This is an optimization exercise on Yosys and OpenROAD, whose aim is small area and a short achievable clock period, not a production implementation. The RTL was checked by simulation tests, not by an equivalence proof against the original design.

## invIp
module invIp (
    input  logic                  clk,
    input  logic                  arstN,
    input  logic                  inValid,
    input  logic [6-1:0] in1,
    input  logic [6-1:0] in2,
    output logic                  outValid,
    output logic [6-1:0] outInv
);
Size: roughly 640 cells after synthesis, roughly 73 flip-flops, roughly 22 I/O pins, roughly 0.0041 sq mm of cells after synthesis.
clock: 10.5 ns
lec_check: 0
cap_margin: 20
core_margin: 2
core_utilization: 40
slew_margin: 20
standard.sh (not shown) runs the stock make flow with config.mk's settings and CLKGATE_MAP_FILE= SYNTH_SCRIPT=/design/flow/synth_recipe.tcl, a recipe that flattens the netlist after the stock synthesis.
==> flow/flow/run.sh <==
#!/bin/bash
# Standard ORFS layout (the standard.sh, standard synthesis), with these changes:
# - no full/half-adder extraction in synthesis (ADDER_MAP_FILE empty) and ABC's area script;
# - port buffers are buf_2 instead of the resizer's default pick (a slow delay buffer);
# - repair_timing aims for extra setup slack, so the layout is optimised well below
#   the 10.5 ns constraint the design is signed off at.
set -euo pipefail
bash standard.sh \
  ADDER_MAP_FILE= \
  ABC_AREA=1 \
  "BUFFER_PORTS_ARGS=-buffer_cell sky130_fd_sc_hd__buf_2" \
  SETUP_SLACK_MARGIN=7.6 \
  finish > standard.log 2>&1
Rerun with:
==> flow/flow/run.sh (replaced) <==
#!/bin/bash
# Layout flow: the standard.sh (ORFS, standard synthesis) with these changes:
# - synthesis without full/half-adder extraction (ADDER_MAP_FILE empty), ABC area script;
# - after synthesis the combinational logic is re-mapped by ABC (delay-bounded mapping after area optimisation)
#   script (flow/remap.ys, flow/area.script); every flip-flop keeps its instance name and cell;
# - port buffers are buf_2 instead of the resizer's default pick (a slow delay buffer);
# - repair_timing aims for extra setup slack, so the layout is optimised well below
#   the 10.5 ns constraint the design is signed off at.
# Each step's output goes to its own log in this folder (ORFS's per-step logs are under orfs/logs).
set -euo pipefail
HERE=$(pwd)
ARGS=(ADDER_MAP_FILE= ABC_AREA=1 "BUFFER_PORTS_ARGS=-buffer_cell sky130_fd_sc_hd__buf_2" SETUP_SLACK_MARGIN=7.7)
RES=$HERE/orfs/results/sky130hd/invIp/base

bash standard.sh "${ARGS[@]}" synth > synth.log 2>&1

cp $RES/1_2_yosys.v $HERE/1_2_yosys.standard.v
LIB=$FLOW_HOME/platforms/sky130hd/lib/sky130_fd_sc_hd__tt_025C_1v80.lib \
NETLIST_IN=$HERE/1_2_yosys.standard.v NETLIST_OUT=$RES/1_2_yosys.v \
REPORT_DIR=$HERE ABC_SCRIPT=$HERE/flow/area.script \
  yosys -c $HERE/flow/remap.ys > remap.log 2>&1
rm -f $RES/1_synth.odb $RES/1_synth.sdc

bash standard.sh "${ARGS[@]}" finish > standard.log 2>&1
==> flow/flow/area.script (new file) <==
strash
dc2
&get -n
&deepsyn -T 20
&put
dch
map -D 1200
topo
stime -c
==> flow/flow/remap.ys (new file) <==
# Re-map the combinational logic of ORFS's synthesized netlist with ABC's area flow.
yosys -import
# Flip-flops (and tie cells) are kept as they are, under the same instance names.
read_liberty -ignore_miss_func $::env(LIB)
blackbox sky130_fd_sc_hd__df* sky130_fd_sc_hd__conb_1
read_verilog $::env(NETLIST_IN)
hierarchy -top invIp
flatten
hierarchy -top invIp
opt_clean -purge
read_liberty -lib -overwrite $::env(LIB)
tee -o $::env(REPORT_DIR)/remap_before.txt stat -liberty $::env(LIB)
abc -liberty $::env(LIB) -dont_use *probe* -dont_use *lpflow* -script $::env(ABC_SCRIPT)
splitnets
opt_clean -purge
hilomap -singleton -hicell sky130_fd_sc_hd__conb_1 HI -locell sky130_fd_sc_hd__conb_1 LO
insbuf -buf sky130_fd_sc_hd__buf_4 A X
opt_clean -purge
tee -o $::env(REPORT_DIR)/remap_after.txt stat -liberty $::env(LIB)
check -assert
# left out here: hide names made inside functions
write_verilog -noattr -nohex -nodec $::env(NETLIST_OUT)
The changed run ran to the end with no violations.
Critical path depth does not change.
Die area came out lower by about 10%.
Utilization climbs by 1.8 points.
Cell count came out lower by 16%.
Final area decreases by about 7%.
Count of clock-buffer cells in the layout stays the same.
Global-route usage came out higher by 1.8 points.
Flip-flop and latch count is unchanged.
Worst hold slack is better by 7.4 ps.

what the ideal ports hide:
No port has a modelled driver above. Below, the same layouts with a new extraction and two added sets of constraints. Step 1: set_driving_cell puts a clkbuf_16 on clk and a buf_2 on each other input, an assumption about the parent block. Step 2 moves the port delays by t, midway between the first and last clock arrival at a register: inputs arrive t later, outputs are due t later. That takes back most of the time a late clock gives input paths. Slacks: ideal ports / drivers / drivers and shift; pairs: ideal ports / drivers.
run | t (ns) | setup WS [ns] | worst setup path at the end | worst slew at a driven data input, ns
the first run | 0.365 | 7.564 / 7.532 / 7.897 | register to output | 0.03
the second run | 0.371 | 7.568 / 7.537 / 7.660 | register to register | 0.03
After both steps every run listed still meets setup and hold.
